Background: an optimization exercise with open tools, aiming at small area, a short achievable clock period and few clock cycles per item. Do not read the settings as production practice. In this exercise RTL edits were held to simulation tests only and were not proved equivalent to the original.

==> design.v <==
module alu_md_unit #(
    parameter int XLEN     = 32,
    parameter bit ENABLE_M = 1'b1
) (
    input  logic            clk,
    input  logic            rst,
    input  logic            in_valid,
    output logic            in_ready,
    input  logic            Branch,
    input  logic            ALUAdd,
    input  logic            ALUOp,
    input  logic [6:0]      funct7,
    input  logic [2:0]      funct3,
    input  logic [XLEN-1:0] op_a,
    input  logic [XLEN-1:0] op_b,
    output logic            out_valid,
    input  logic            out_ready,
    output logic [XLEN-1:0] result,
    output logic            out_illegal,
    output logic            zero
);
    logic d_add, d_sub, d_slt, d_sltu, d_xor, d_or, d_and, d_sll, d_srl, d_sra, d_ill, dm;
    always_comb begin
        logic base, sra;
        d_add = 1'b0; d_sub = 1'b0; d_slt = 1'b0; d_sltu = 1'b0; d_xor = 1'b0; d_or = 1'b0;
        d_and = 1'b0; d_sll = 1'b0; d_srl = 1'b0; d_sra = 1'b0; d_ill = 1'b0; dm = 1'b0;
        base = 1'b0;
        sra  = 1'b0;
        if (ALUAdd) d_add = 1'b1;
        else if (Branch) d_sub = 1'b1;
        else if (ALUOp) begin
            base = 1'b1;
            sra  = funct7[5];
        end else if (funct7 == 7'b0000000) base = 1'b1;
        else if (funct7 == 7'b0100000) begin
            if (funct3 == 3'b000) d_sub = 1'b1;
            else if (funct3 == 3'b101) d_sra = 1'b1;
            else d_ill = 1'b1;
        end else if (funct7 == 7'b0000001 && ENABLE_M) dm = 1'b1;
        else d_ill = 1'b1;
        if (base) begin
            case (funct3)
                3'd0: d_add  = 1'b1;
                3'd1: d_sll  = 1'b1;
                3'd2: d_slt  = 1'b1;
                3'd3: d_sltu = 1'b1;
                3'd4: d_xor  = 1'b1;
                3'd5: if (sra) d_sra = 1'b1; else d_srl = 1'b1;
                3'd6: d_or   = 1'b1;
                default: d_and = 1'b1;
            endcase
        end
    end
    logic d_div, d_rem, d_sdiv, d_bz, d_finv, d_fcin;
    assign d_div  = dm && funct3[2];
    assign d_rem  = funct3[2] && funct3[1];
    assign d_sdiv = dm && funct3[2] && !funct3[0];
    assign d_bz   = (op_b == 32'd0);
    assign d_finv = d_rem ? (d_sdiv && op_a[31]) : ((d_sdiv && (op_a[31] ^ op_b[31])) || d_bz);
    assign d_fcin = d_rem ? (d_sdiv && op_a[31]) : ((d_sdiv && (op_a[31] ^ op_b[31])) && !d_bz);
    function automatic logic [5:0] lzc32(input logic [31:0] x);
        logic [15:0] v1g, c1g;
        logic [7:0]  v2g;
        logic [15:0] c2g;
        logic [3:0]  v3g;
        logic [11:0] c3g;
        logic [1:0]  v4g;
        logic [7:0]  c4g;
        for (int i = 0; i < 16; i++) begin
            v1g[i] = x[2*i+1] | x[2*i];
            c1g[i] = !x[2*i+1];
        end
        for (int i = 0; i < 8; i++) begin
            v2g[i] = v1g[2*i+1] | v1g[2*i];
            c2g[2*i+:2] = v1g[2*i+1] ? {1'b0, c1g[2*i+1]} : {1'b1, c1g[2*i]};
        end
        for (int i = 0; i < 4; i++) begin
            v3g[i] = v2g[2*i+1] | v2g[2*i];
            c3g[3*i+:3] = v2g[2*i+1] ? {1'b0, c2g[4*i+2+:2]} : {1'b1, c2g[4*i+:2]};
        end
        for (int i = 0; i < 2; i++) begin
            v4g[i] = v3g[2*i+1] | v3g[2*i];
            c4g[4*i+:4] = v3g[2*i+1] ? {1'b0, c3g[6*i+3+:3]} : {1'b1, c3g[6*i+:3]};
        end
        if (!(v4g[1] | v4g[0])) lzc32 = 6'd32;
        else lzc32 = v4g[1] ? {2'b00, c4g[7:4]} : {2'b01, c4g[3:0]};
    endfunction
    logic        in_fa, in_fb, in_pa, in_pb;
    logic [31:0] in_xa, in_xb;
    logic [5:0]  in_la, in_lb;
    assign in_fa = op_a[31] && !(funct3[0] && (funct3[1] || funct3[2]));
    assign in_fb = op_b[31] && (funct3[2] ? !funct3[0] : !funct3[1]);
    assign in_xa = op_a ^ {32{in_fa}};
    assign in_xb = op_b ^ {32{in_fb}};
    assign in_la = lzc32({in_xa[30:0], 1'b1});
    assign in_lb = lzc32({in_xb[30:0], 1'b1});
    assign in_pa = in_fa && (((~op_a) >> 1) & op_a) == 32'd0;
    assign in_pb = in_fb && (((~op_b) >> 1) & op_b) == 32'd0;
    logic        v1;               
    logic        s_nega, s_negb, s_mul0, s_div0, s_miter, s_corr, s_daln, s_diter, s_corrd,
                 s_fin;
    logic        m;                
    logic        o_sum, o_slt, o_slts, o_xor, o_or, o_and, o_sh, o_sll, o_sra, o_ill;
    logic        is_div, is_rem, mul_lo;
    logic        fin_inv, fin_cin;
    logic [31:0] A, B;
    logic        bx;               
    logic [32:0] acc;              
    logic        ill;
    logic        sb;               
    logic        rs;               
    logic        pz, p2, pn;       
    logic        corr, bz;
    logic [4:0]  cnt;
    logic [3:0]  s2;               
    logic        fa, fb, ta, tb, pa, pb;
    logic [4:0]  la, lb;
    logic        c_xacc, c_xa, c_xq, c_xinv, c_xrs, c_yb, c_y2, c_yinv, c_cin;
    logic [5:0] ka, kb;
    logic       swp, t_sel;
    logic [4:0] z_sel;
    logic [1:0] q_lo;
    assign ka    = ta ? 6'd0 : {1'b1, la};
    assign kb    = tb ? 6'd0 : {1'b1, lb};
    assign swp   = kb > ka;
    assign t_sel = swp ? tb : ta;
    assign z_sel = swp ? lb : la;
    assign q_lo  = swp ? B[1:0] : A[1:0];
    logic [5:0] kda, kdb, dd;
    logic       dneg;
    assign kda  = ta ? 6'h3f : ({1'b0, la} - {5'd0, pa});
    assign kdb  = tb ? 6'h3f : ({1'b0, lb} - {5'd0, pb});
    assign dd   = kdb - kda;
    assign dneg = dd[5];
    logic [34:0] ax, ay, sum;
    logic [35:0] sum_c;
    always_comb begin
        ax = ({35{c_xacc}} & {{2{acc[32]}}, acc})
           | ({35{c_xa}}   & {{3{c_xrs || (o_slts && A[31])}}, A})
           | ({35{c_xq}}   & {3'b000, acc[31:0]});
        ax = ax ^ {35{c_xinv}};
        ay = ({35{c_yb && !c_y2}} & {{3{bx}}, B})
           | ({35{c_y2}}          & {bx, bx, B, 1'b0});
        ay = ay ^ {35{c_yinv}};
    end
    assign sum_c = {ax, 1'b1} + {ay, c_cin};
    assign sum   = sum_c[35:1];
    logic [31:0] sh_h, sh_l, sh_out;
    logic [4:0]  sh_n;
    logic [63:0] sh_cat;
    logic        h_acc, fill;
    assign h_acc = s_fin && mul_lo;                         
    assign fill  = (o_sra && A[31]) || (s_fin && acc[32]);
    always_comb begin
        sh_h = ({32{h_acc}}  & acc[31:0])
             | ({32{o_sll}}  & {1'b0, A[31:1]})
             | ({32{s_daln}} & {1'b0, B[31:1]})
             | ({32{fill && !h_acc}});
        sh_l = ({32{(!m && !o_sll) || s_mul0 || h_acc}} & A)
             | ({32{s_fin && !mul_lo}}                 & acc[31:0])
             | {(o_sll && A[0]) || (s_daln && B[0]), 31'd0};
        sh_n = ({5{!m && !o_sll}} & B[4:0])
             | ({5{o_sll}}        & ~B[4:0])
             | ({5{s_fin}}        & {s2, 1'b0})
             | ({5{s_daln}}       & ~cnt);
    end
    assign sh_cat = {sh_h, sh_l} >> sh_n;
    assign sh_out = sh_cat[31:0];
    logic [31:0] res;
    logic        r_sum, r_sh;
    assign r_sum = o_sum || (s_fin && is_div) || s_corr;
    assign r_sh  = o_sh || (s_fin && !is_div);
    assign res = ({32{r_sum}} & sum[31:0])
               | ({32{r_sh}}  & sh_out)
               | {31'd0, o_slt && sum[34]}
               | ({32{o_xor}} & (A ^ B))
               | ({32{o_or}}  & (A | B))
               | ({32{o_and}} & (A & B));
    logic out_free, done, fire, accept, mul0_go, div0_go, miter_last, diter_last, rneg;
    assign out_free   = !out_valid || out_ready;
    assign done       = v1 && (!m || s_fin);
    assign fire       = done && out_free;
    assign in_ready   = !v1 || fire;
    assign accept     = in_valid && in_ready;
    assign mul0_go    = s_mul0 && out_free;
    assign div0_go    = s_div0 && out_free;
    assign miter_last = s_miter && cnt == 5'd0;
    assign diter_last = s_diter && cnt == 5'd0;
    assign rneg       = sum[32];
    logic n_nega, n_negb, n_mul0, n_div0, n_miter, n_corr, n_daln, n_diter, n_corrd, n_fin;
    logic n_pz, n_p2, n_pn, n_rs;
    always_comb begin
        if (accept) begin
            n_nega = d_sdiv && op_a[31];
            n_negb = d_sdiv && !op_a[31] && op_b[31];
            n_mul0 = dm && !funct3[2];
            n_div0 = d_div && !(d_sdiv && (op_a[31] || op_b[31]));
        end else begin
            n_nega = 1'b0;
            n_negb = s_nega && sb;
            n_mul0 = s_mul0 && !out_free;
            n_div0 = (s_nega && !sb) || s_negb || (s_div0 && !out_free);
        end
        n_miter = mul0_go || (s_miter && !miter_last);
        n_corr  = miter_last && corr;
        n_daln  = div0_go && !bz && !dneg;
        n_diter = s_daln || (s_diter && !diter_last);
        n_corrd = diter_last && is_rem && rneg;
        n_fin   = (miter_last && !corr) || s_corr || (div0_go && (bz || dneg)) ||
                  (diter_last && !(is_rem && rneg)) || s_corrd || (s_fin && !fire);
        if (mul0_go) begin
            n_pz = (q_lo == 2'b00);
            n_p2 = (q_lo == 2'b10);
            n_pn = q_lo[1];
        end else begin
            n_pz = (A[3:1] == 3'b000) || (A[3:1] == 3'b111);
            n_p2 = (A[3:1] == 3'b011) || (A[3:1] == 3'b100);
            n_pn = A[3] && !(A[3:1] == 3'b111);
        end
        n_rs = s_diter && rneg;
    end
    logic n_base, n_rem, n_finv, n_fcin;
    logic n_xacc, n_xa, n_xq, n_xinv, n_xrs, n_yb, n_y2, n_yinv, n_cin;
    assign n_base = accept && !dm;
    assign n_rem  = accept ? d_rem : is_rem;
    assign n_finv = accept ? d_finv : fin_inv;
    assign n_fcin = accept ? d_fcin : fin_cin;
    assign n_xacc = n_miter || n_corr;
    assign n_xa   = n_base || n_diter || n_corrd || n_nega || (n_fin && n_rem);
    assign n_xq   = n_fin && !n_rem;
    assign n_xinv = n_nega || (n_fin && n_finv);
    assign n_xrs  = (n_diter || n_corrd) && n_rs;
    assign n_yb   = n_base || (n_miter && !n_pz) || n_corr || n_diter || n_corrd || n_negb ||
                    n_mul0;
    assign n_y2   = n_miter && n_p2;
    assign n_yinv = (n_miter && n_pn) || (n_diter && !n_rs) || n_negb ||
                    (n_base && (d_sub || d_slt || d_sltu));
    assign n_cin  = n_yinv || n_nega || (n_fin && n_fcin);
    always_ff @(posedge clk or posedge rst) begin
        if (rst) begin
            v1        <= 1'b0;
            out_valid <= 1'b0;
            s_nega    <= 1'b0;
            s_negb    <= 1'b0;
            s_mul0    <= 1'b0;
            s_div0    <= 1'b0;
            s_miter   <= 1'b0;
            s_corr    <= 1'b0;
            s_daln    <= 1'b0;
            s_diter   <= 1'b0;
            s_corrd   <= 1'b0;
            s_fin     <= 1'b0;
        end else begin
            if (accept) v1 <= 1'b1;
            else if (fire) v1 <= 1'b0;
            if (fire) out_valid <= 1'b1;
            else if (out_ready) out_valid <= 1'b0;
            s_nega  <= n_nega;
            s_negb  <= n_negb;
            s_mul0  <= n_mul0;
            s_div0  <= n_div0;
            s_miter <= n_miter;
            s_corr  <= n_corr;
            s_daln  <= n_daln;
            s_diter <= n_diter;
            s_corrd <= n_corrd;
            s_fin   <= n_fin;
        end
    end
    always_ff @(posedge clk) begin
        if (accept || (v1 && m)) begin
            c_xacc <= n_xacc;
            c_xa   <= n_xa;
            c_xq   <= n_xq;
            c_xinv <= n_xinv;
            c_xrs  <= n_xrs;
            c_yb   <= n_yb;
            c_y2   <= n_y2;
            c_yinv <= n_yinv;
            c_cin  <= n_cin;
        end
    end
    always_ff @(posedge clk) begin
        if (accept) begin
            A       <= op_a;
            B       <= op_b;
            m       <= dm;
            is_div  <= funct3[2];
            is_rem  <= d_rem;
            mul_lo  <= funct3 == 3'b000;
            fin_inv <= d_finv;
            fin_cin <= d_fcin;
            bz      <= d_bz;
            fa      <= in_fa;
            fb      <= in_fb;
            ta      <= in_xa[31];
            tb      <= in_xb[31];
            la      <= in_la[4:0];
            lb      <= in_lb[4:0];
            pa      <= in_pa;
            pb      <= in_pb;
            o_sum   <= d_add || d_sub;
            o_slt   <= d_slt || d_sltu;
            o_slts  <= d_slt;
            o_xor   <= d_xor;
            o_or    <= d_or;
            o_and   <= d_and;
            o_sh    <= d_sll || d_srl || d_sra;
            o_sll   <= d_sll;
            o_sra   <= d_sra;
            o_ill   <= d_ill;
            bx      <= d_slt && op_b[31];
            sb      <= d_sdiv && op_b[31];
        end else if (s_nega) begin
            A  <= sum[31:0];
        end else if (s_negb) begin
            B  <= sum[31:0];
        end else if (div0_go) begin
            cnt <= dd[4:0];
            rs  <= 1'b0;
        end else if (s_daln) begin
            B   <= sh_out;
        end else if (mul0_go) begin
            if (swp) begin
                A  <= sum[31:0];
                B  <= sh_out;
                bx <= fa;
            end else begin
                bx <= fb;
            end
            corr <= t_sel;
            cnt  <= t_sel ? 5'd15 : {1'b0, ~z_sel[4:1]};
            s2   <= t_sel ? 4'd0 : z_sel[4:1];
            pz   <= n_pz;
            p2   <= n_p2;
            pn   <= n_pn;
        end else if (s_miter) begin
            A   <= {sum[1:0], A[31:2]};
            pz  <= n_pz;
            p2  <= n_p2;
            pn  <= n_pn;
            cnt <= cnt - 5'd1;
        end else if (s_diter) begin
            A   <= sum[31:0];
            rs  <= rneg;
            if (cnt != 5'd0) B <= {1'b0, B[31:1]};
            cnt <= cnt - 5'd1;
        end else if (s_corrd) begin
            A   <= sum[31:0];
            rs  <= 1'b0;
        end
    end
    always_ff @(posedge clk) begin
        if (s_miter) acc <= sum[34:2];
        else if (s_diter) acc <= {acc[31:0], !rneg};
        else if (fire || mul0_go || div0_go || s_corr) acc <= {s_corr && sum[32], res};
        if (fire) ill <= o_ill;
    end
    assign result      = acc[31:0];
    assign out_illegal = ill;
    assign zero        = (acc[31:0] == '0);
endmodule
==> run.sh <==
#!/bin/bash
# synth_recipe.tcl (not shown) runs the flow's synth.tcl, then flattens the netlist and writes it again
# the make line also repeats each setting of config.mk as NAME=value (left out here)
make -C /OpenROAD-flow-scripts/flow DESIGN_CONFIG=/design/flow/config.mk WORK_HOME=/design/flow/orfs CLKGATE_MAP_FILE= SYNTH_SCRIPT=/design/flow/synth_recipe.tcl finish
==> config.mk <==
export PLATFORM = sky130hd
export DESIGN_NAME = alu_md_unit
export DESIGN_NICKNAME = alu_md_unit
export VERILOG_FILES = /design/flow/design.v
export SDC_FILE = /design/flow/constraint.sdc
export NUM_CORES = 4
export LEC_CHECK = 0
export CAP_MARGIN = 20
export CORE_MARGIN = 2
export CORE_UTILIZATION = 40
export SETUP_SLACK_MARGIN = 3.5
export SLEW_MARGIN = 20
==> constraint.sdc <==
create_clock -name core_clock -period 7.0 [get_ports {clk}]
set_input_delay 1.4000 -clock core_clock [delete_from_list [all_inputs] [get_ports {clk}]]
set_output_delay 1.4000 -clock core_clock [all_outputs]
set_load 0.01 [all_outputs]
==> impl_metrics.tcl, run 1 <==
set metrics [dict create \
    status "complete, no violations" \
    synthDistinctLibCells 95 \
    synth_cells 2543 \
    grt_max_degree 58 \
    route.detailed.drc 0 \
    grt_usage 0.386 \
    grt_pass1_vias 21783 \
    cp_max_fo 6 \
    fmax_mhz 246 \
    finClkSkew_ns 0.0193 \
    synth-edff-count 149 \
    clock_latency_ns 0.47 \
    cpMaxStageDelayCell "edfxtp_1" \
    utilization 0.519 \
    slew_violations 0 \
    synth_ff_type "edfxtp_1" \
    nets 2911 \
    wl_per_cell_um 31.1 \
    path_class "flip-flop to flip-flop" \
    fin_crit_sh 0.580 \
    grt-ovfl-total 0 \
    fin_tns_setup_ns 0 \
    arrival_ns 4.26 \
    die_w_um 228 \
    wirelength_um 106000 \
    place_ws_ns 1.27 \
    routabilityCongestion 1.04 \
    drt_iter0_markers 3831 \
    netlist_area_um2 20000 \
    max_cap_violations 0 \
    drive_gt1_frac 0.234 \
    die_h_um 228 \
    worst_path_largest_cell_delay_ns 0.44 \
    hold_viol_final 0 \
    ys_async_sr_fraction 0.0732 \
    yosysSeqAreaShare 0.241 \
    dieArea_um2 51900 \
    vias 23601 \
    ys_warn_count 1 \
    ys_ff_latch 164 \
    hold_class "flip-flop to flip-flop" \
    drtAntennaViolNets 0 \
    period_needed_ns 4.06 \
    cts_max_path_buffers 2 \
    fp.coreArea_um2 49900 \
    portBuffers 116 \
    path_delay_family "simple AND/OR/NAND/NOR gates" \
    grt_pass1_wl_um 150000 \
    worstPathRequired_ns 7.20 \
    antenna_found_initial 3 \
    htreeDepth 4 \
    area_growth_pct 29.1 \
    cp-start-kind "flip-flop" \
    synth_nets 2742 \
    ctsRootBufferMaster "clkbuf_16" \
    clkTransAtPathRegs_ns 0.08 \
    firstDrtPassIters 12 \
    worst_slack_ns 2.94 \
    avgSynthCellArea_um2 7.88 \
    start_util 0.402 \
    ioPinCount 117 \
    tritoncts "built" \
    cts_made_buffers 17 \
    clkSinkCount 164 \
    worstPathCellList "buf_12, nor2b_4, buf_12, buf_4, buf_4, a22oi_2, xnor2_1, ha_2, nor4_2, a21oi_2, nand4b_1, nand4_1, a31o_4, or3_4, and2_4, a311oi_4, o211ai_1" \
    crit_buf_inv 4 \
    cp-end-kind "flip-flop" \
    rows 82 \
    setup_viol 0 \
    rsz0062_at_grt "yes" \
    tightestPinTransition_ns 0.986 \
    relSlewSlack 0.340 \
    viasPerCell 6.94 \
    hpwlAfterDp_um 74800 \
]
## kinds of logic (layout without fill, tap and decap cells)
kind of cell | count (synthesis) | in the layout | synth area share
xor+xnor | 111 | 111 | 0.0485
mux | 164 | 164 | 0.0841
fa+ha+maj | 118 | 118 | 0.0744
other cells | 0 | 2 | 0
simple gates | 774 | 777 | 0.178
flops | 164 | 164 | 0.241
buf+inv | 355 | 534 | 0.0819
compound gates | 857 | 857 | 0.292
## registers in the layout (all words and copies together) (netlist names), 4 cells and up
| name | flops |
|---|---|
| acc | 33 |
| B | 32 |
| cnt | 5 |
| la | 5 |
| A | 32 |
| lb | 5 |
| s2 | 4 |
## timing repair
item	CTS	global route
setup buffers	140	70
gates resized for setup	297	170
hold buffers	0	0
pin swaps	93	81
setup endpoints to repair	167	136
cloned	7	1
## Yosys cell counts, types with 36 or more instances
| cell type | instances | area (um^2) |
|---|---|---|
| nand2_1 | 258 | 968 |
| nor2_1 | 223 | 837 |
| a21oi_1 | 173 | 866 |
| o21ai_0 | 169 | 846 |
| edfxtp_1 | 149 | 4470 |
| mux2i_1 | 141 | 1410 |
| clkbuf_1 | 133 | 499 |
| inv_1 | 118 | 443 |
| ha_1 | 116 | 1450 |
| a22oi_1 | 88 | 661 |
| xnor2_1 | 87 | 762 |
| nand3_1 | 57 | 285 |
| nor3_1 | 57 | 285 |
| a211oi_1 | 40 | 300 |
| a221oi_1 | 37 | 324 |
| buf_4 | 37 | 278 |
| a31oi_1 | 36 | 225 |
| o22ai_1 | 36 | 225 |
## through the flow
stage                     hold slack (ns)  std cells  area, um^2
final                               0.434       3399       25900
after global routing                0.467       3397       25900
after CTS                           0.439       3326       24600
after detailed placement            0.422       3147       21500
after global placement              0.407       3147       21500
after floorplan                     0.400       2543       20300
## placed cells by master, fill, tap and decap left out, drive strengths merged, types with 16 or more instances in the layout
cell type      Yosys  routed
nand4             25      25
inv              120     128
a221oi            39      39
nand2            258     258
mux2              22      22
nor3              58      58
a21oi            173     173
o221ai            16      16
clkdlybuf4s50      0     104
ha               116     116
nand3             58      59
o211ai            31      31
o21ai            175     175
a21o              22      22
clkbuf           136      19
o31ai             18      18
or3               23      23
xor2              24      24
buf               97     263
a211oi            40      40
xnor2             87      87
a222oi            34      34
mux2i            141     141
nor2             223     223
nor4              22      22
a22oi             88      88
o22ai             36      36
nand2b            33      33
a31oi             36      36
nor2b             25      25
edfxtp           149     149
## final cells by class
type / count / area (um^2)
Clock buffer: 17 / 425
Timing Repair Buffer: 378 / 3470
Inverter: 122 / 490
Fill cell: 4728 / 24000
Clock inverter: 15 / 213
Antenna cell: 2 / 5.00
Tap cell: 672 / 841
Timing Repair inverter: 2 / 16.3
Multi-Input combinational cell: 2027 / 15600
Sequential cell: 164 / 4840
## layer usage
layer  GRT usage  routed length (um)
met2       0.578               44300
met4       0.214                7350
met5           0                  11
met3      0.0906               13900
met1       0.512               40000
## worst register-to-register path: stages (launching register included)
cell and delay [ns]:
edfxtp_1 0.44, buf_12 0.16, nor2b_4 0.14, buf_12 0.15, buf_4 0.12, buf_4 0.11, a22oi_2 0.05, xnor2_1 0.15
ha_2 0.23, nor4_2 0.35, a21oi_2 0.08, nand4b_1 0.22, nand4_1 0.23, a31o_4 0.32, or3_4 0.41, and2_4 0.18
a311oi_4 0.31, o211ai_1 0.15
## worst paths after layout
path | cells after the start | end | slack [ns] | start
max | 17 | c_xa$_DFFE_PP_ | 2.94 | c_y2$_DFFE_PP_
min | 0 | ill$_DFFE_PP_ | 0.43 | o_ill$_SDFFCE_PP0P_
max reg2reg | 17 | c_xa$_DFFE_PP_ | 2.94 | c_y2$_DFFE_PP_
min reg2reg | 0 | ill$_DFFE_PP_ | 0.43 | o_ill$_SDFFCE_PP0P_
max in group asynchronous | 2 | s_fin$_DFF_PP0_ | 5.33 | rst
min in group asynchronous | 2 | s_mul0$_DFF_PP0_ | 1.27 | rst
Testbench counts, summed over its fixed seeds: cycles 28,528, ops 9,600.
==> inputs of run 2 (changes only) <==
--- a/config.mk
+++ b/config.mk
@@ -8,5 +8,5 @@
 export CAP_MARGIN = 20
 export CORE_MARGIN = 2
 export CORE_UTILIZATION = 40
-export SETUP_SLACK_MARGIN = 3.5
+export SETUP_SLACK_MARGIN = 3.0
 export SLEW_MARGIN = 20
==> run 2 against run 1 <==
  * Design area down 9.3%
  * Cell count down 3.7%
  * Still clean
  * Global-route usage down 0.39 points
  * Via count down 3.6%
  * Fmax down 0.21%
  * Critical path depth down 7
  * Utilization down 4.8 points
  * Critical path type unchanged
  * Synthesized cell count unchanged
==> impl_metrics.tcl, run 2 <==
set metrics [dict create \
    die_h_um 228 \
    ioPinCount 117 \
    grt_pass1_vias 21066 \
    worst_slack_ns 2.93 \
    cp-end-kind "flip-flop" \
    htreeDepth 4 \
    ys_warn_count 1 \
    netlist_area_um2 20000 \
    period_needed_ns 4.07 \
    synth_ff_type "edfxtp_1" \
    cpMaxStageDelayCell "a222oi_1" \
    route.detailed.drc 0 \
    drtAntennaViolNets 0 \
    fin_tns_setup_ns 0 \
    mostFrequentLayoutCell "nand2_1" \
    ctsRootBufferMaster "clkbuf_16" \
    path_delay_family "compound AO/OA/AOI/OAI gates" \
    wl_met3_um 13200 \
    cp_max_fo 31 \
    wirelength_um 104000 \
    synth-edff-count 149 \
    reg2reg_slack_ns 2.93 \
    grt-ovfl-total 0 \
    synthDistinctLibCells 95 \
    start_util 0.402 \
    fin_crit_sh 0.582 \
    arrival_ns 4.26 \
    status "complete, no violations" \
    clkTransAtPathRegs_ns 0.08 \
    area_growth_pct 17.1 \
    hp-start "o_ill$_SDFFCE_PP0P_" \
    rr_startpoint "s_fin$_DFF_PP0_" \
    cp-start-kind "flip-flop" \
    yosysSeqAreaShare 0.241 \
    place_ws_ns 1.31 \
    wl_per_cell_um 31.8 \
    drt_iter0_markers 3922 \
    vias 22757 \
    relSlewSlack 0.323 \
    ys_ff_latch 164 \
    met2_length_um 43600 \
    layout_common_cells "nand2_1 (250), nor2_1 (221), a21oi_1 (159)" \
    rsz0062_at_grt "yes" \
    routabilityCongestion 1.09 \
    tightestPinTransition_ns 1.01 \
    synth_cells 2543 \
    hold_class "flip-flop to flip-flop" \
    die_w_um 228 \
    holdBufCountCts 0 \
    top_regs "acc x33, A x32, B x32" \
    regMostFlops "acc" \
    avgSynthCellArea_um2 7.88 \
    design_area_um2 23500 \
    wl_met1_um 39500 \
    dp.cells 3154 \
    antenna_found_initial 0 \
    synth_area_leaders "edfxtp_1 (22%), ha_1 (7.2%), mux2i_1 (7.0%), nand2_1 (4.8%), a21oi_1 (4.3%)" \
    final_cell_count_no_fill 3273 \
    worstPathCellList "and2_1, buf_4, a222oi_1, mux2i_1, mux2i_1, nand2_1, nand2_1, a31oi_1, a222oi_1, o221ai_1" \
    top_layer "met5" \
    startpoint "s_fin$_DFF_PP0_" \
    hpwlAfterDp_um 75200 \
    worst_path_largest_cell_delay_ns 0.86 \
    largest_register_ffs 33 \
    cts_made_buffers 17 \
    clkSinkCount 164 \
    path_class "flip-flop to flip-flop" \
    rows 82 \
    firstDrtPassIters 10 \
    slew_violations 0 \
    setup_viol 0 \
    nets 2785 \
    synth.top_cells.by_count "nand2_1 (258), nor2_1 (223), a21oi_1 (173), o21ai_0 (169), edfxtp_1 (149)" \
    dpl_cell_area_um2 21400 \
    synth.top_cell.area_share 0.223 \
    fmax_mhz 246 \
    tritoncts "built" \
    grt_pass1_wl_um 147000 \
    dieArea_um2 51900 \
    synth_most_common_cell "nand2_1" \
    grt_max_degree 67 \
    viasPerCell 6.95 \
    crit_buf_inv 1 \
    portBuffers 116 \
    worstPathRequired_ns 7.19 \
    max_cap_violations 0 \
    ys_async_sr_fraction 0.0732 \
    finClkSkew_ns 0.0228 \
    synth_area_leader_cell "edfxtp_1" \
    hold_viol_final 0 \
    cts_max_path_buffers 2 \
    drive_gt1_frac 0.136 \
    clock_latency_ns 0.48 \
    grt_usage 0.382 \
    synth_nets 2742 \
    fp.coreArea_um2 49900 \
]
-- run 2: cell count changes in the layout (fill, tap and decap cells not counted), sizes merged --
cell,previous run,this run
clkdlybuf4s15,2,1
bufbuf,2,1
o2111a,4,6
clkbuf,19,20
clkinv,4,6
bufinv,3,0
buf,263,131
nor2b,25,26
clkdlybuf4s50,104,111
dlymetal6s2s,4,2
-- run 2: metrics by stage --
step	util	hold WS (ns)
2_1_floorplan	-	0.400
3_3_place_gp	0.428	0.400
3_5_place_dp	0.429	0.428
4_1_cts	0.454	0.447
5_1_grt	0.471	0.453
6_report	0.471	0.441
-- run 2: area by class of cell --
cell class / instances / area, um^2
sequential: 164 / 4840
timing repair inverter: 1 / 5.00
clock buffer: 17 / 425
antenna: 2 / 5.00
multi-input combinational: 2030 / 14400
timing repair buffer: 250 / 2290
inverter: 122 / 472
clock inverter: 15 / 158
fill: 4958 / 26400
tap: 672 / 841
-- run 2: timing repair --
action | 4_1_cts | 5_1_grt
gates cloned | 7 | 2
buffers inserted | 31 | 45
setup endpoints to repair | 105 | 75
gates resized for setup | 83 | 108
pin swaps | 18 | 49
-- run 2: path summary, 6_finish.rpt --
check / endpoint / depth (start not counted)
setup / recovery: B[29]$_DFFE_PP_ / 10
hold / removal: ill$_DFFE_PP_ / 0
setup reg to reg: B[29]$_DFFE_PP_ / 10
hold reg to reg: ill$_DFFE_PP_ / 0
max in group asynchronous: s_miter$_DFF_PP0_ / 2
min in group asynchronous: s_div0$_DFF_PP0_ / 2
-- run 2: per-layer routing --
layer / up-vias / track usage
met2: 1784 / 0.568
li1: 9665 / -
met5: - / 0
met1: 10918 / 0.503
met3: 388 / 0.0933
met4: 2 / 0.223
-- run 2: cells by family after synthesis --
family,after synthesis,synth area share
AO/OA/AOI/OAI,857,0.292
XOR/XNOR,111,0.0485
adder cells (fa/ha/maj),118,0.0744
buffers and inverters,355,0.0819
flip-flops,164,0.241
multiplexers,164,0.0841
AND/OR/NAND/NOR,774,0.178
==> inputs of run 3 (changes only) <==
--- a/config.mk
+++ b/config.mk
@@ -5,6 +5,7 @@
 export SDC_FILE = /design/flow/constraint.sdc
 export NUM_CORES = 4
 export LEC_CHECK = 0
+export ABC_AREA = 1
 export CAP_MARGIN = 20
 export CORE_MARGIN = 2
 export CORE_UTILIZATION = 40
==> run 3 against run 2 <==
  * Setup slack improved by 0.060 ns
  * Register-to-register slack improved by 0.21 ns
  * Wire length down 1.1%
  * Clock skew fell by 0.0074 ns
  * Clock-buffer cell count up 4
  * Die area is 1.9% higher
  * Synthesized cell count up 26%
  * Global-route usage decreased by 0.48 points
==> impl_metrics.tcl, run 3 <==
set metrics [dict create \
    hold_class "flip-flop to flip-flop" \
    tritoncts "built" \
    setup_viol 0 \
    rows 82 \
    hpwlAfterDp_um 80200 \
    status "complete, no violations" \
    clkSinkCount 164 \
    htreeDepth 4 \
    antenna_found_initial 6 \
    ctsRootBufferMaster "clkbuf_16" \
    mostFrequentLayoutCell "nand2_1" \
    clkTransAtPathRegs_ns 0.07 \
    synth_ff_type "edfxtp_1" \
    worstPathRequired_ns 5.60 \
    grt_usage 0.377 \
    synth-edff-count 149 \
    synth_cells 3215 \
    ys_warn_count 1 \
    grt_pass1_wl_um 148000 \
    arrival_ns 2.61 \
    tightestPinTransition_ns 1.11 \
    die_h_um 230 \
    synth.top_cells.by_count "nand2_1 (724), nand3_1 (577), inv_1 (343), o21ai_0 (248), nor2_1 (204)" \
    grt_max_degree 68 \
    vias 24203 \
    relSlewSlack 0.256 \
    fin_tns_setup_ns 0 \
    routabilityCongestion 1.04 \
    grt-ovfl-total 0 \
    period_needed_ns 4.01 \
    start_util 0.406 \
    synth.top_cell.area_share 0.219 \
    wirelength_um 103000 \
    synthDistinctLibCells 60 \
    grt_pass1_vias 22340 \
    dieArea_um2 52900 \
    fmax_mhz 249 \
    die_w_um 230 \
    netlist_area_um2 20400 \
    cp-end-kind "output port" \
    route.detailed.drc 0 \
    synth_area_leaders "edfxtp_1 (22%), nand3_1 (14%), nand2_1 (13%), ha_1 (7.1%), inv_1 (6.3%)" \
    max_cap_violations 0 \
    path_class "flip-flop to output port" \
    yosysSeqAreaShare 0.237 \
    drtAntennaViolNets 0 \
    fp.coreArea_um2 50300 \
    hp-start "o_ill$_SDFFCE_PP0P_" \
    ioPinCount 117 \
    ys_ff_latch 164 \
    hold_viol_final 0 \
    cts_made_buffers 17 \
    portBuffers 116 \
    avgSynthCellArea_um2 6.36 \
    finClkSkew_ns 0.0154 \
    firstDrtPassIters 8 \
    synth_area_leader_cell "edfxtp_1" \
    regMostFlops "acc" \
    rsz0062_at_grt "yes" \
    layout_common_cells "nand2_1 (718), nand3_1 (576), inv_1 (341)" \
    nets 3402 \
    synth_most_common_cell "nand2_1" \
    ys_async_sr_fraction 0.0732 \
    area_growth_pct 10.9 \
    cp-start-kind "flip-flop" \
    wl_per_cell_um 26.5 \
    cts_max_path_buffers 2 \
    fin_crit_sh 0.573 \
    rr_startpoint "c_xacc$_DFFE_PP_" \
    synth_nets 3414 \
    cp_max_fo 5 \
    clock_latency_ns 0.47 \
    startpoint "acc[6]$_DFFE_PP_" \
    whs_ns 0.427 \
    drive_gt1_frac 0.0470 \
    holdBufCountCts 0 \
    top_regs "acc x33, A x32, B x32" \
    viasPerCell 6.22 \
    largest_register_ffs 33 \
    slew_violations 0 \
    drt_iter0_markers 3389 \
]
## run 3: area by class of cell
type | count | area [um^2]
fill | 5425 | 27600
multi-input combinational | 2505 | 13500
sequential | 164 | 4840
timing repair buffer | 159 | 1520
inverter | 356 | 1360
tap | 672 | 841
clock buffer | 21 | 483
clock inverter | 11 | 88.8
antenna | 2 | 5.00
## run 3: critical path: stages, from the launching register on
cell and delay (ns):
edfxtp_1 0.56, nor4_1 0.44, nand4_1 0.38, nor2_1 0.21, clkdlybuf4s50_1 0.55
## run 3: stage by stage
stage | instance area (um^2) | worst slack (ns) | util | instances
CTS | 22500 | 2.99 | 0.447 | 3880
floorplan | 20500 | 3.06 | - | 3215
finish | 22700 | 2.99 | 0.451 | 3890
global route | 22700 | 2.92 | 0.451 | 3888
detailed placement | 21800 | 1.40 | 0.434 | 3846
global placement | 21800 | 1.44 | 0.434 | 3846
## run 3: layer usage
metal | global-route usage | wire, um | vias up
li1 | - | - | 10982
met1 | 0.493 | 41300 | 11345
met2 | 0.586 | 45100 | 1583
met3 | 0.0675 | 10100 | 291
met4 | 0.212 | 6500 | 2
met5 | 0 | 13 | -
## run 3: logic make-up (layout without fill, tap and decap cells)
| group | Yosys count | in the layout | synth area share |
|---|---|---|---|
| flops | 164 | 164 | 0.237 |
| other cells | 0 | 2 | 0 |
| buf+inv | 549 | 547 | 0.113 |
| simple gates | 1607 | 1610 | 0.345 |
| fa+ha+maj | 118 | 118 | 0.0730 |
| compound gates | 684 | 684 | 0.192 |
| xor+xnor | 93 | 93 | 0.0399 |
## run 3: final timing paths
path	end	slack, ns	cells after the start
max reg2reg	c_xinv$_DFFE_PP_	3.14	15
min	ill$_DFFE_PP_	0.43	0
max	zero	2.99	4
min reg2reg	ill$_DFFE_PP_	0.43	0
max in group asynchronous	s_diter$_DFF_PP0_	5.34	2
min in group asynchronous	out_valid$_DFFE_PP0P_	1.27	2
## run 3: repair_timing
action	CTS	global route
endpoints found under the setup margin	139	45
cloned	0	3
resized for setup	17	19
pin swaps	1	3
buffers inserted	2	3
endpoints found under the hold margin	0	0
==> inputs of run 4 (changes only) <==
--- a/config.mk
+++ b/config.mk
@@ -8,6 +8,6 @@
 export ABC_AREA = 1
 export CAP_MARGIN = 20
 export CORE_MARGIN = 2
-export CORE_UTILIZATION = 40
-export SETUP_SLACK_MARGIN = 3.0
+export CORE_UTILIZATION = 50
+export SETUP_SLACK_MARGIN = 3.7
 export SLEW_MARGIN = 20
==> run 4 against run 3 <==
  * Cell count down 0.67%
  * Critical endpoint is now acc[30]$_DFFE_PP_
  * Clock-buffer cell count down 4
==> impl_metrics.tcl, run 4 <==
set metrics [dict create \
    fin_crit_sh 0.486 \
    yosysSeqAreaShare 0.237 \
    layout_common_cells "nand2_1 (671), nand3_1 (559), inv_1 (333)" \
    routabilityCongestion 1.11 \
    fin_tns_setup_ns 0 \
    relSlewSlack 0.218 \
    synth.top_cell.area_share 0.219 \
    viasPerCell 6.59 \
    portBuffers 116 \
    grt_pass1_wl_um 144000 \
    rsz0062_at_grt "yes" \
    clock_latency_ns 0.46 \
    path_delay_family "simple AND/OR/NAND/NOR gates" \
    synth_area_leaders "edfxtp_1 (22%), nand3_1 (14%), nand2_1 (13%), ha_1 (7.1%), inv_1 (6.3%)" \
    utilization 0.609 \
    synth_area_leader_cell "edfxtp_1" \
    grt_pass1_vias 23295 \
    worst_path_largest_cell_delay_ns 0.53 \
    hold_class "flip-flop to flip-flop" \
    nets 3515 \
    top_regs "acc x33, A x32, B x32" \
    period_needed_ns 3.40 \
    avgSynthCellArea_um2 6.36 \
    cts_max_path_buffers 2 \
    grt_max_degree 68 \
    drt_iter0_markers 4305 \
    clkTransAtPathRegs_ns 0.08 \
    path_class "flip-flop to flip-flop" \
    area_growth_pct 20.9 \
    htreeDepth 4 \
    ys_warn_count 1 \
    status "complete, no violations" \
    netlist_area_um2 20400 \
    worstPathRequired_ns 7.21 \
    cp-end-kind "flip-flop" \
    dieArea_um2 42500 \
    slew_violations 0 \
    synth_nets 3414 \
    synth_ff_type "edfxtp_1" \
    route.detailed.drc 0 \
    worstPathCellList "inv_1, o22ai_1, xor2_1, ha_2, nand2_4, nor2_4, nand4_1, nor3_2, nand3_1, nand3_1, nand2_4, and2_4, nand2_1, nand2_1" \
    hold_viol_final 0 \
    drtAntennaViolNets 0 \
    drive_gt1_frac 0.136 \
    ctsRootBufferMaster "clkbuf_16" \
    cp_max_fo 5 \
    synth_most_common_cell "nand2_1" \
    ys_async_sr_fraction 0.0732 \
    ioPinCount 117 \
    clkSinkCount 164 \
    rows 74 \
    synth.top_cells.by_count "nand2_1 (724), nand3_1 (577), inv_1 (343), o21ai_0 (248), nor2_1 (204)" \
    cp-start-kind "flip-flop" \
    tightestPinTransition_ns 1.17 \
    grt_usage 0.459 \
    max_cap_violations 0 \
    wirelength_um 101000 \
    largest_register_ffs 33 \
    vias 25467 \
    finClkSkew_ns 0.00949 \
    crit_buf_inv 1 \
    wl_per_cell_um 26.1 \
    grt-ovfl-total 0 \
    mostFrequentLayoutCell "nand2_1" \
    synthDistinctLibCells 60 \
    arrival_ns 3.61 \
    hpwlAfterDp_um 73100 \
    fp.coreArea_um2 40600 \
    ys_ff_latch 164 \
    synth-edff-count 149 \
    cts_made_buffers 17 \
    antenna_found_initial 8 \
    tritoncts "built" \
    die_w_um 206 \
    regMostFlops "acc" \
    fmax_mhz 294 \
    start_util 0.504 \
    setup_viol 0 \
    synth_cells 3215 \
    die_h_um 206 \
    firstDrtPassIters 7 \
    cpMaxStageDelayCell "edfxtp_1" \
]
==> run 4: cell counts after synthesis <==
Identical to the previous run, type by type.
==> run 4: layout make-up <==
class	instances	area (um^2)
clock inverter	15	185
clock buffer	17	425
timing repair buffer	267	2600
multi-input combinational	2506	14500
timing repair inverter	4	35.0
antenna	3	7.51
inverter	356	1390
tap	532	666
sequential	164	4840
fill	3839	15900
==> run 4: worst register-to-register path: cells and delay by family, from the launching register on <==
| family | cells | cell delay (ns) |
|---|---|---|
| flip-flops | 1 | 0.53 |
| AND/OR/NAND/NOR | 10 | 1.55 |
| AO/OA/AOI/OAI | 1 | 0.16 |
| buffers and inverters | 1 | 0.31 |
| adder cells (fa/ha/maj) | 1 | 0.44 |
| XOR/XNOR | 1 | 0.18 |
==> run 4: metrics by stage <==
step	hold WS, ns	setup WS [ns]	cells	cell area, um^2
floorplan	0.400	3.29	3215	20500
global placement	0.415	2.13	3703	21700
detailed placement	0.420	2.12	3703	21700
CTS	0.424	3.60	3816	23600
global route	0.428	3.54	3861	24700
finish	0.425	3.60	3864	24700
==> run 4: cell families after synthesis <==
group	Yosys count	share of synthesized area
AO/OA/AOI/OAI	684	0.192
XOR/XNOR	93	0.0399
adder cells (fa/ha/maj)	118	0.0730
buffers and inverters	549	0.113
flip-flops	164	0.237
AND/OR/NAND/NOR	1607	0.345
==> run 4: path summary, 6_finish.rpt <==
path	slack [ns]	cells after the start	end	startpoint
max in group asynchronous	5.35	2	s_diter$_DFF_PP0_	rst
worst max-delay path	3.60	14	acc[30]$_DFFE_PP_	acc[4]$_DFFE_PP_
worst min-delay path	0.43	0	ill$_DFFE_PP_	o_ill$_SDFFCE_PP0P_
worst min register to register	0.43	0	ill$_DFFE_PP_	o_ill$_SDFFCE_PP0P_
min in group asynchronous	1.27	2	out_valid$_DFFE_PP0P_	rst
worst max register to register	3.60	14	acc[30]$_DFFE_PP_	acc[4]$_DFFE_PP_
==> run 4: repair_timing <==
| item | CTS | global route |
|---|---|---|
| endpoints found under the setup margin | 206 | 175 |
| hold buffers | 0 | 0 |
| gates cloned | 10 | 2 |
| gates resized for setup | 174 | 199 |
| pin swaps | 43 | 73 |
| buffers inserted | 71 | 43 |
==> run 4: layer usage <==
metal	wire length, um	GRT usage	share of wire
met1	35700	0.566	0.35
met2	42400	0.683	0.42
met3	13000	0.122	0.13
met4	9490	0.349	0.094
met5	42	0	0.00042
==> inputs of run 5 (changes only) <==
--- a/config.mk
+++ b/config.mk
@@ -8,6 +8,7 @@
 export ABC_AREA = 1
 export CAP_MARGIN = 20
 export CORE_MARGIN = 2
-export CORE_UTILIZATION = 50
+export CORE_UTILIZATION = 55
+export PLACE_DENSITY = 0.65
 export SETUP_SLACK_MARGIN = 3.7
 export SLEW_MARGIN = 20
==> run 5 against run 4 <==
  * Non-clock buffer count up 6
  * Critical path depth up 4
  * Clock skew up 0.0068 ns
  * Sequential share of layout area down 0.38 points
  * Global-route usage up 3.8 points
  * Fmax down 4.2%
  * Largest cell class unchanged
  * Via count up 4.6%
  * First-iteration DRC count up 20%
==> impl_metrics.tcl, run 5 <==
set metrics [dict create \
    status "complete, no violations" \
    avgSynthCellArea_um2 6.36 \
    rsz0062_at_grt "yes" \
    vias 26642 \
    hpwlAfterDp_um 71500 \
    cpMaxStageDelayCell "edfxtp_1" \
    max_cap_violations 0 \
    grt_max_degree 67 \
    synth_most_common_cell "nand2_1" \
    path_class "flip-flop to flip-flop" \
    portBuffers 116 \
    wl_per_cell_um 27.1 \
    cts_max_path_buffers 2 \
    synth_cells 3215 \
    slew_violations 0 \
    whs_ns 0.442 \
    r2r_end "B[13]$_DFFE_PP_" \
    worst_path_largest_cell_delay_ns 0.46 \
    synth-edff-count 149 \
    routabilityCongestion 1.07 \
    grt_pass1_vias 24008 \
    rr_startpoint "acc[3]$_DFFE_PP_" \
    hold_viol_final 0 \
    ys_warn_count 1 \
    fin_tns_setup_ns 0 \
    layout_common_cells "nand2_1 (652), nand3_1 (557), inv_1 (323)" \
    period_needed_ns 3.55 \
    worstPathCellList "inv_1, o22ai_1, xor2_1, ha_1, buf_4, nand2_2, inv_1, nand2_2, nand2_4, nand2_1, nand2_2, nand2_2, nand2_4, or2_2, and2_4, nand2_1, o21ai_0, o21bai_1" \
    crit_path_frequent_cell "nand2_2" \
    cp-start-kind "flip-flop" \
    ys_async_sr_fraction 0.0732 \
    antenna_found_initial 7 \
    clkSinkCount 164 \
    cp_max_fo 5 \
    dieArea_um2 38700 \
    largest_register_ffs 33 \
    fp.coreArea_um2 36600 \
    fin_crit_sh 0.508 \
    netlist_area_um2 20400 \
    rows 70 \
    worstRegToRegCells 18 \
    setup_viol 0 \
    synth.top_cells.by_count "nand2_1 (724), nand3_1 (577), inv_1 (343), o21ai_0 (248), nor2_1 (204)" \
    cp-endpoint "B[13]$_DFFE_PP_" \
    grt_usage 0.497 \
    htreeDepth 4 \
    mostFrequentLayoutCell "nand2_1" \
    tritoncts "built" \
    ioPinCount 117 \
    die_w_um 197 \
    reg2reg_slack_ns 3.45 \
    dp.cells 3637 \
    grt-ovfl-total 0 \
    drtAntennaViolNets 0 \
    relSlewSlack 0.173 \
    firstDrtPassIters 10 \
    hold_class "flip-flop to flip-flop" \
    clock_latency_ns 0.46 \
    drt_iter0_markers 5174 \
    cp-end-kind "flip-flop" \
    holdBufCountCts 0 \
    tightestPinTransition_ns 1.24 \
    drive_gt1_frac 0.160 \
    start_util 0.558 \
    nets 3520 \
    area_growth_pct 23.2 \
    clkTransAtPathRegs_ns 0.08 \
    synth_area_leaders "edfxtp_1 (22%), nand3_1 (14%), nand2_1 (13%), ha_1 (7.1%), inv_1 (6.3%)" \
    startpoint "acc[3]$_DFFE_PP_" \
    synth.top_cell.area_share 0.219 \
    top_regs "acc x33, A x32, B x32" \
    synthDistinctLibCells 60 \
    finClkSkew_ns 0.0163 \
    final_cell_count_no_fill 3811 \
    grt_pass1_wl_um 145000 \
    cts_made_buffers 17 \
    ys_ff_latch 164 \
    route.detailed.drc 0 \
    yosysSeqAreaShare 0.237 \
    arrival_ns 3.75 \
    synth_nets 3414 \
    viasPerCell 6.99 \
    synth_area_leader_cell "edfxtp_1" \
    worstPathRequired_ns 7.19 \
    synth_ff_type "edfxtp_1" \
    regMostFlops "acc" \
    die_h_um 197 \
    ctsRootBufferMaster "clkbuf_16" \
    fmax_mhz 281 \
    wirelength_um 103000 \
    fill_cells 3041 \
]
run 5: metrics by stage:
| stage | area (um^2) | util | worst slack [ns] |
|---|---|---|---|
| 6_report | 25200 | 0.688 | 3.45 |
| 5_1_grt | 25200 | 0.687 | 3.35 |
| 4_1_cts | 23200 | 0.633 | 3.58 |
| 3_5_place_dp | 21600 | 0.589 | 1.48 |
| 3_3_place_gp | 21600 | 0.589 | 1.58 |
| 2_1_floorplan | 20500 | - | 3.29 |
run 5: kinds of logic after synthesis:
logic type	after synthesis	synth area share
and+or+nand+nor	1607	0.345
AOI/OAI and AO/OA	684	0.192
buffers and inverters	549	0.113
DFF	164	0.237
adders and majority gates	118	0.0730
xor gates and xnor gates	93	0.0399
run 5: worst min path at each step:
stage,from,endpoint,cells after the start
2_1_floorplan,o_ill$_SDFFCE_PP0P_,ill$_DFFE_PP_,0
3_3_place_gp,o_ill$_SDFFCE_PP0P_,ill$_DFFE_PP_,0
3_5_place_dp,o_ill$_SDFFCE_PP0P_,ill$_DFFE_PP_,0
4_1_cts,o_ill$_SDFFCE_PP0P_,ill$_DFFE_PP_,0
5_1_grt,o_ill$_SDFFCE_PP0P_,ill$_DFFE_PP_,0
6_report,o_ill$_SDFFCE_PP0P_,ill$_DFFE_PP_,0
run 5: area by class of cell:
cell class | count | area [um^2] | area share
tap | 468 | 586 | 0.0233
sequential | 164 | 4840 | 0.192
multi-input combinational | 2506 | 15000 | 0.595
timing repair inverter | 3 | 26.3 | 0.00104
clock inverter | 15 | 203 | 0.00805
antenna | 9 | 22.5 | 0.000894
clock buffer | 17 | 425 | 0.0169
inverter | 356 | 1400 | 0.0556
timing repair buffer | 273 | 2710 | 0.108
run 5: critical path, delay by kind of cell, from the launching register on:
family,cells,cell delay [ns]
and+or+nand+nor,10,1.12
adders and majority gates,1,0.37
xor gates and xnor gates,1,0.20
buffers and inverters,3,0.67
DFF,1,0.46
AOI/OAI and AO/OA,3,0.47
run 5: routing by layer:
layer	global-route usage	vias to the layer above	part of all wire
li1	-	11251	-
met3	0.159	850	0.15
met5	0.0524	-	0.0028
met4	0.393	8	0.11
met1	0.601	11896	0.33
met2	0.723	2637	0.40
run 5: what timing repair did:
item / CTS / global route
pin swaps: 22 / 93
buffers inserted: 55 / 63
endpoints found under the setup margin: 205 / 187
gates cloned: 6 / 9
resized for setup: 152 / 344
==> inputs of run 6 (changes only) <==
--- a/config.mk
+++ b/config.mk
@@ -8,7 +8,6 @@
 export ABC_AREA = 1
 export CAP_MARGIN = 20
 export CORE_MARGIN = 2
-export CORE_UTILIZATION = 55
-export PLACE_DENSITY = 0.65
-export SETUP_SLACK_MARGIN = 3.7
+export CORE_UTILIZATION = 50
+export SETUP_SLACK_MARGIN = 3.5
 export SLEW_MARGIN = 20
==> run 6 against run 5 <==
  * Area after synthesis did not move
  * Still clean
  * Synthesized cell count did not move
  * Setup slack got worse by 0.044 ns
  * Critical endpoint is now acc[17]$_DFFE_PP_
  * Non-clock buffer count fell by 44
==> impl_metrics.tcl, run 6 <==
set metrics [dict create \
    rows 74 \
    cp-start-kind "flip-flop" \
    hpwlAfterDp_um 74700 \
    synthDistinctLibCells 60 \
    largest_register_ffs 33 \
    wirelength_um 102000 \
    worstRegToRegCells 20 \
    top_regs "acc x33, A x32, B x32" \
    finClkSkew_ns 0.0219 \
    holdBufCountCts 0 \
    dp.cells 3701 \
    setup_viol 0 \
    rsz0062_at_grt "yes" \
    netlist_area_um2 20400 \
    drt_iter0_markers 4545 \
    route.detailed.drc 0 \
    grt_pass1_vias 23110 \
    clkSinkCount 164 \
    drive_gt1_frac 0.122 \
    path_class "flip-flop to flip-flop" \
    whs_ns 0.436 \
    nets 3474 \
    grt-ovfl-total 0 \
    area_growth_pct 18.1 \
    fmax_mhz 278 \
    regMostFlops "acc" \
    grt_usage 0.461 \
    cp-end-kind "flip-flop" \
    drtAntennaViolNets 0 \
    fin_tns_setup_ns 0 \
    cp_max_fo 7 \
    yosysSeqAreaShare 0.237 \
    synth.top_cells.by_count "nand2_1 (724), nand3_1 (577), inv_1 (343), o21ai_0 (248), nor2_1 (204)" \
    viasPerCell 6.68 \
    synth_ff_type "edfxtp_1" \
    final_cell_count_no_fill 3822 \
    synth.top_cell.area_share 0.219 \
    period_needed_ns 3.60 \
    hold_viol_final 0 \
    clock_latency_ns 0.49 \
    synth_most_common_cell "nand2_1" \
    synth_cells 3215 \
    fill_cells 3839 \
    status "complete, no violations" \
    relSlewSlack 0.212 \
    synth_nets 3414 \
    max_cap_violations 0 \
    synth_area_leader_cell "edfxtp_1" \
    ys_ff_latch 164 \
    avgSynthCellArea_um2 6.36 \
    cts_made_buffers 17 \
    r2r_end "acc[17]$_DFFE_PP_" \
    ys_warn_count 1 \
    mostFrequentLayoutCell "nand2_1" \
    reg2reg_slack_ns 3.40 \
    die_h_um 206 \
    tightestPinTransition_ns 1.18 \
    fin_crit_sh 0.514 \
    firstDrtPassIters 7 \
    wl_per_cell_um 26.6 \
    rr_startpoint "c_xa$_DFFE_PP_" \
    htreeDepth 4 \
    vias 25515 \
    ioPinCount 117 \
    ys_async_sr_fraction 0.0732 \
    fp.coreArea_um2 40600 \
    portBuffers 116 \
    dieArea_um2 42500 \
    tritoncts "built" \
    slew_violations 0 \
    start_util 0.504 \
    worstPathRequired_ns 7.35 \
    grt_pass1_wl_um 145000 \
    die_w_um 206 \
    arrival_ns 3.95 \
    grt_max_degree 67 \
    routabilityCongestion 1.10 \
    layout_common_cells "nand2_1 (673), nand3_1 (567), inv_1 (331)" \
    cts_max_path_buffers 2 \
    hold_class "flip-flop to flip-flop" \
    cp-endpoint "acc[17]$_DFFE_PP_" \
    synth-edff-count 149 \
    antenna_found_initial 5 \
    startpoint "c_xa$_DFFE_PP_" \
    synth_area_leaders "edfxtp_1 (22%), nand3_1 (14%), nand2_1 (13%), ha_1 (7.1%), inv_1 (6.3%)" \
    utilization 0.595 \
    ctsRootBufferMaster "clkbuf_16" \
    clkTransAtPathRegs_ns 0.08 \
]
==> run 6: metrics by stage <==
step           instance area, um^2  worst slack (ns)
6_report                     24100              3.40
5_1_grt                      24100              3.28
3_3_place_gp                 21600              1.66
3_5_place_dp                 21600              1.65
2_1_floorplan                20500              3.29
4_1_cts                      22800              3.48
==> run 6: area by class of cell <==
type                       instances  area [um^2]  area share
inverter                         356         1370      0.0568
timing repair inverter             2         16.3    0.000674
antenna                            2         5.00    0.000207
sequential                       164         4840       0.200
clock buffer                      18          429      0.0178
tap                              532          666      0.0276
timing repair buffer             229         2220      0.0920
multi-input combinational       2505        14400       0.598
clock inverter                    14          145     0.00601
==> run 6: kinds of logic (layout without fill, tap and decap cells) <==
kind of cell | Yosys count | after routing | synth area share
DFF | 164 | 164 | 0.237
and+or+nand+nor | 1607 | 1610 | 0.345
xor gates and xnor gates | 93 | 93 | 0.0399
other | 0 | 2 | 0
AOI/OAI and AO/OA | 684 | 684 | 0.192
buffers and inverters | 549 | 619 | 0.113
adders and majority gates | 118 | 118 | 0.0730
==> run 6: worst min path at each step <==
stage,start,end,slack [ns],cells after the start
global placement,o_ill$_SDFFCE_PP0P_,ill$_DFFE_PP_,0.41,0
CTS,o_ill$_SDFFCE_PP0P_,ill$_DFFE_PP_,0.44,0
detailed placement,o_ill$_SDFFCE_PP0P_,ill$_DFFE_PP_,0.43,0
global route,o_ill$_SDFFCE_PP0P_,ill$_DFFE_PP_,0.45,0
finish,o_ill$_SDFFCE_PP0P_,ill$_DFFE_PP_,0.44,0
floorplan,o_ill$_SDFFCE_PP0P_,ill$_DFFE_PP_,0.40,0
==> run 6: timing repair <==
item,in CTS,in global routing
cloned,4,5
gates resized for setup,73,243
setup endpoints to repair,193,171
pin swaps,11,61
setup buffers,43,35
hold endpoints to repair,0,0
==> run 6: critical path, cell delays in order (launching register included) <==
cell	delay, ns
edfxtp_1	0.46
clkinvlp_4	0.30
buf_12	0.24
o22ai_2	0.20
xor2_1	0.10
ha_1	0.41
nand2_2	0.13
nor2_4	0.16
inv_1	0.09
nor2_4	0.20
inv_1	0.09
nor2_1	0.09
nand2_1	0.12
nand3_2	0.13
xor2_2	0.29
nand2_1	0.09
nand2_1	0.08
inv_1	0.04
nand2_1	0.05
nand3_1	0.08
nand2_1	0.10
==> run 6: routing by layer <==
metal / vias up / global-route usage / part of all wire
li1: 11137 / - / -
met4: 4 / 0.329 / 0.089
met1: 11631 / 0.576 / 0.36
met5: - / 0 / 0.00025
met3: 573 / 0.109 / 0.13
met2: 2170 / 0.697 / 0.42
==> inputs of run 7 (changes only) <==
--- a/design.v
+++ b/design.v
@@ -147,7 +147,11 @@
     assign sum   = sum_c[35:1];
     logic [31:0] sh_h, sh_l, sh_out;
     logic [4:0]  sh_n;
-    logic [63:0] sh_cat;
+    logic [62:0] sh_t0;
+    logic [46:0] sh_t1;
+    logic [38:0] sh_t2;
+    logic [34:0] sh_t3;
+    logic [32:0] sh_t4;
     logic        h_acc, fill;
     assign h_acc = s_fin && mul_lo;                         
     assign fill  = (o_sra && A[31]) || (s_fin && acc[32]);
@@ -164,8 +168,12 @@
              | ({5{s_fin}}        & {s2, 1'b0})
              | ({5{s_daln}}       & ~cnt);
     end
-    assign sh_cat = {sh_h, sh_l} >> sh_n;
-    assign sh_out = sh_cat[31:0];
+    assign sh_t0  = {sh_h[30:0], sh_l};
+    assign sh_t1  = sh_n[4] ? sh_t0[62:16] : sh_t0[46:0];
+    assign sh_t2  = sh_n[3] ? sh_t1[46:8]  : sh_t1[38:0];
+    assign sh_t3  = sh_n[2] ? sh_t2[38:4]  : sh_t2[34:0];
+    assign sh_t4  = sh_n[1] ? sh_t3[34:2]  : sh_t3[32:0];
+    assign sh_out = sh_n[0] ? sh_t4[32:1]  : sh_t4[31:0];
     logic [31:0] res;
     logic        r_sum, r_sh;
     assign r_sum = o_sum || (s_fin && is_div) || s_corr;
--- a/config.mk
+++ b/config.mk
@@ -9,5 +9,5 @@
 export CAP_MARGIN = 20
 export CORE_MARGIN = 2
 export CORE_UTILIZATION = 50
-export SETUP_SLACK_MARGIN = 3.5
+export SETUP_SLACK_MARGIN = 3.7
 export SLEW_MARGIN = 20
==> run 7 against run 6 <==
  * First-iteration DRC count shrank 16%
  * Utilization grew 0.79 points
  * Design area is 3.7% lower
  * Synthesized cell count down 5.5%
  * Register-to-register slack improved by 0.04 ns
  * Via count is 5.9% lower
==> impl_metrics.tcl, run 7 <==
set metrics [dict create \
    status "complete, no violations" \
    synth_cells 3038 \
    hold_path_depth 0 \
    antenna_found_initial 7 \
    wirelength_um 95600 \
    r2r_end "A[27]$_DFFE_PP_" \
    fill_cells 3741 \
    synth_most_common_cell "nand2_1" \
    netlist_area_um2 19500 \
    top_regs "acc x33, A x32, B x32" \
    relSlewSlack 0.413 \
    drtAntennaViolNets 0 \
    die_w_um 201 \
    path_class "flip-flop to flip-flop" \
    hold_class "flip-flop to flip-flop" \
    clkSinkCount 164 \
    tightestPinTransition_ns 0.880 \
    htreeDepth 4 \
    routabilityCongestion 1.06 \
    area.sequential_um2 4840 \
    synth_area_leader_cell "edfxtp_1" \
    ys_warn_count 1 \
    rsz0062_at_grt "yes" \
    grt-ovfl-total 0 \
    layout_common_cells "nand2_1 (668), nand3_1 (454), inv_1 (335)" \
    area_growth_pct 19.5 \
    final_cell_count_no_fill 3678 \
    hp-start "o_ill$_SDFFCE_PP0P_" \
    drt_iter0_markers 3809 \
    clock_latency_ns 0.47 \
    utilization 0.603 \
    slew_violations 0 \
    nets 3342 \
    fp.coreArea_um2 38600 \
    place_ws_ns 2.42 \
    largest_register_ffs 33 \
    mostFrequentLayoutCell "nand2_1" \
    wl_per_cell_um 26.0 \
    vias 24020 \
    synthDistinctLibCells 55 \
    start_util 0.505 \
    fin_crit_sh 0.508 \
    worstRegToRegCells 18 \
    setup_viol 0 \
    route.detailed.drc 0 \
    finClkSkew_ns 0.0140 \
    die_h_um 201 \
    portBuffers 116 \
    drive_gt1_frac 0.120 \
    synth.top_cells.by_count "nand2_1 (711), nand3_1 (465), inv_1 (342), o21ai_0 (256), nor2_1 (209)" \
    cts_max_path_buffers 2 \
    hpwlAfterDp_um 70000 \
    fin_tns_setup_ns 0 \
    avgSynthCellArea_um2 6.41 \
    synth_nets 3237 \
    dieArea_um2 40500 \
    cts_made_buffers 17 \
    tritoncts "built" \
    grt_usage 0.452 \
    cp-start-kind "flip-flop" \
    cp-end-kind "flip-flop" \
    synth_area_leaders "edfxtp_1 (23%), nand2_1 (14%), nand3_1 (12%), ha_1 (7.5%), inv_1 (6.6%)" \
    firstDrtPassIters 10 \
    multiInputGateArea_um2 13400 \
    rr_startpoint "c_xacc$_DFFE_PP_" \
    arrival_ns 3.76 \
    dp.cells 3525 \
    yosysSeqAreaShare 0.248 \
    fmax_mhz 281 \
    ys_ff_latch 164 \
    rows 72 \
    synth.top_cell.area_share 0.230 \
    hold_viol_final 0 \
    grt_max_degree 68 \
    synth_ff_type "edfxtp_1" \
    worstPathRequired_ns 7.20 \
    viasPerCell 6.53 \
    synth-edff-count 149 \
    worst_slack_ns 3.44 \
    ys_async_sr_fraction 0.0732 \
    clkTransAtPathRegs_ns 0.08 \
    reg2reg_slack_ns 3.44 \
    regMostFlops "acc" \
    ioPinCount 117 \
    max_cap_violations 0 \
    grt_pass1_wl_um 137000 \
    holdBufCountCts 0 \
    worst_hold_path.endpoint "ill$_DFFE_PP_" \
    ctsRootBufferMaster "clkbuf_16" \
    cp_max_fo 14 \
    period_needed_ns 3.56 \
    grt_pass1_vias 22035 \
]
run 7: cell count changes in the layout (fill, tap and decap cells not counted), moves of 9 or more:
cell      delta
nand3_1    -113
o22ai_1     +21
buf_4       +20
o211ai_1    -15
o21ai_0     +15
a21oi_1     -13
nor2_1       +9
o21ai_2      -9
run 7: area by class of cell:
| type | instances | area share |
|---|---|---|
| Tap cell | 518 | 0.0279 |
| Sequential cell | 164 | 0.208 |
| Timing Repair inverter | 2 | 0.000699 |
| Multi-Input combinational cell | 2352 | 0.578 |
| Inverter | 356 | 0.0589 |
| Clock buffer | 17 | 0.0183 |
| Timing Repair Buffer | 250 | 0.0994 |
| Clock inverter | 15 | 0.00818 |
| Antenna cell | 4 | 0.000430 |
run 7: critical path, cell delays in order (launching register included):
cell      delay, ns
edfxtp_1       0.42
buf_4          0.18
nor2_4         0.11
buf_12         0.17
buf_4          0.13
o22ai_1        0.10
xor2_1         0.18
ha_1           0.37
buf_4          0.16
nand2_1        0.12
nor2_1         0.13
inv_1          0.09
nor2_2         0.23
nand4_1        0.23
nand2_1        0.13
nand2_1        0.07
and2_2         0.22
o21ai_0        0.14
o21ai_0        0.10
run 7: how the worst max path moves through the flow:
stage	depth (start not counted)	slack (ns)	endpoint	startpoint
finish	18	3.44	A[27]$_DFFE_PP_	c_xacc$_DFFE_PP_
global route	18	3.30	A[27]$_DFFE_PP_	c_xq$_DFFE_PP_
CTS	15	3.60	A[30]$_DFFE_PP_	c_yb$_DFFE_PP_
detailed placement	11	2.42	cnt[0]$_DFFE_PP_	out_ready
global placement	11	2.51	cnt[0]$_DFFE_PP_	out_ready
floorplan	9	3.33	B[0]$_DFFE_PP_	out_ready
run 7: through the flow:
stage	hold WS (ns)	instance area, um^2
4_1_cts	0.430	22500
2_1_floorplan	0.400	19500
3_3_place_gp	0.403	20700
3_5_place_dp	0.414	20700
6_report	0.435	23300
5_1_grt	0.458	23300
run 7: layer usage:
layer,GRT usage,part of all wire,vias up,routed length [um]
li1,-,-,10537,-
met2,0.672,0.42,2016,40200
met3,0.133,0.14,515,13000
met4,0.344,0.091,6,8700
met5,0,0.00048,-,46
met1,0.553,0.35,10946,33700
run 7: cells by family after synthesis:
| kind of cell | Yosys count | share of synthesized area |
|---|---|---|
| simple gates | 1485 | 0.329 |
| compound gates | 644 | 0.188 |
| buf+inv | 530 | 0.114 |
| flops | 164 | 0.248 |
| fa+ha+maj | 118 | 0.0766 |
| xor+xnor | 97 | 0.0437 |
run 7: what timing repair did:
item	4_1_cts	5_1_grt
setup buffers	68	37
gates resized for setup	157	111
endpoints found under the setup margin	229	177
pin swaps	55	45
gates cloned	9	1
Testbench counts of run 7, summed over its fixed seeds: cycles 28,528, ops 9,600.

-- afterwards: timing with drivers on the ports --
No port has a modelled driver above. Below, the same layouts with a new extraction and two added sets of constraints. Step 1 assumes that a clkbuf_16 drives the clock port and a buf_2 every other input. Step 2 also shifts input and output timing later by t, the mid clock arrival at the registers, as if the neighbouring blocks saw the same clock. Three values: ideal ports, drivers, drivers and shift; two values: the first two.
run | t, ns | setup slack, ns | hold slack, ns | worst setup path after step 2 | latest minus earliest clock arrival (ns)
run 1 | 0.512 | 2.937 / 2.937 / 2.800 | 0.434 / 0.434 / 0.434 | input to register | 0.019 / 0.019
run 2 | 0.522 | 2.928 / 2.928 / 2.563 | 0.441 / 0.441 / 0.441 | input to register | 0.022 / 0.022
run 3 | 0.526 | 2.989 / 2.927 / 2.622 | 0.427 / 0.427 / 0.427 | input to register | 0.016 / 0.016
run 4 | 0.510 | 3.596 / 3.587 / 3.232 | 0.425 / 0.425 / 0.425 | input to register | 0.010 / 0.009
run 5 | 0.508 | 3.447 / 3.447 / 3.231 | 0.442 / 0.442 / 0.442 | input to register | 0.016 / 0.016
run 6 | 0.539 | 3.403 / 3.403 / 3.103 | 0.436 / 0.436 / 0.436 | input to register | 0.022 / 0.022
run 7 | 0.516 | 3.441 / 3.441 / 3.301 | 0.435 / 0.435 / 0.435 | input to register | 0.014 / 0.014
After both steps setup and hold are still met in every run listed. For run 3, which loses most, drivers alone change the setup slack by -0.062 ns; drivers and shift together by -0.367 ns.
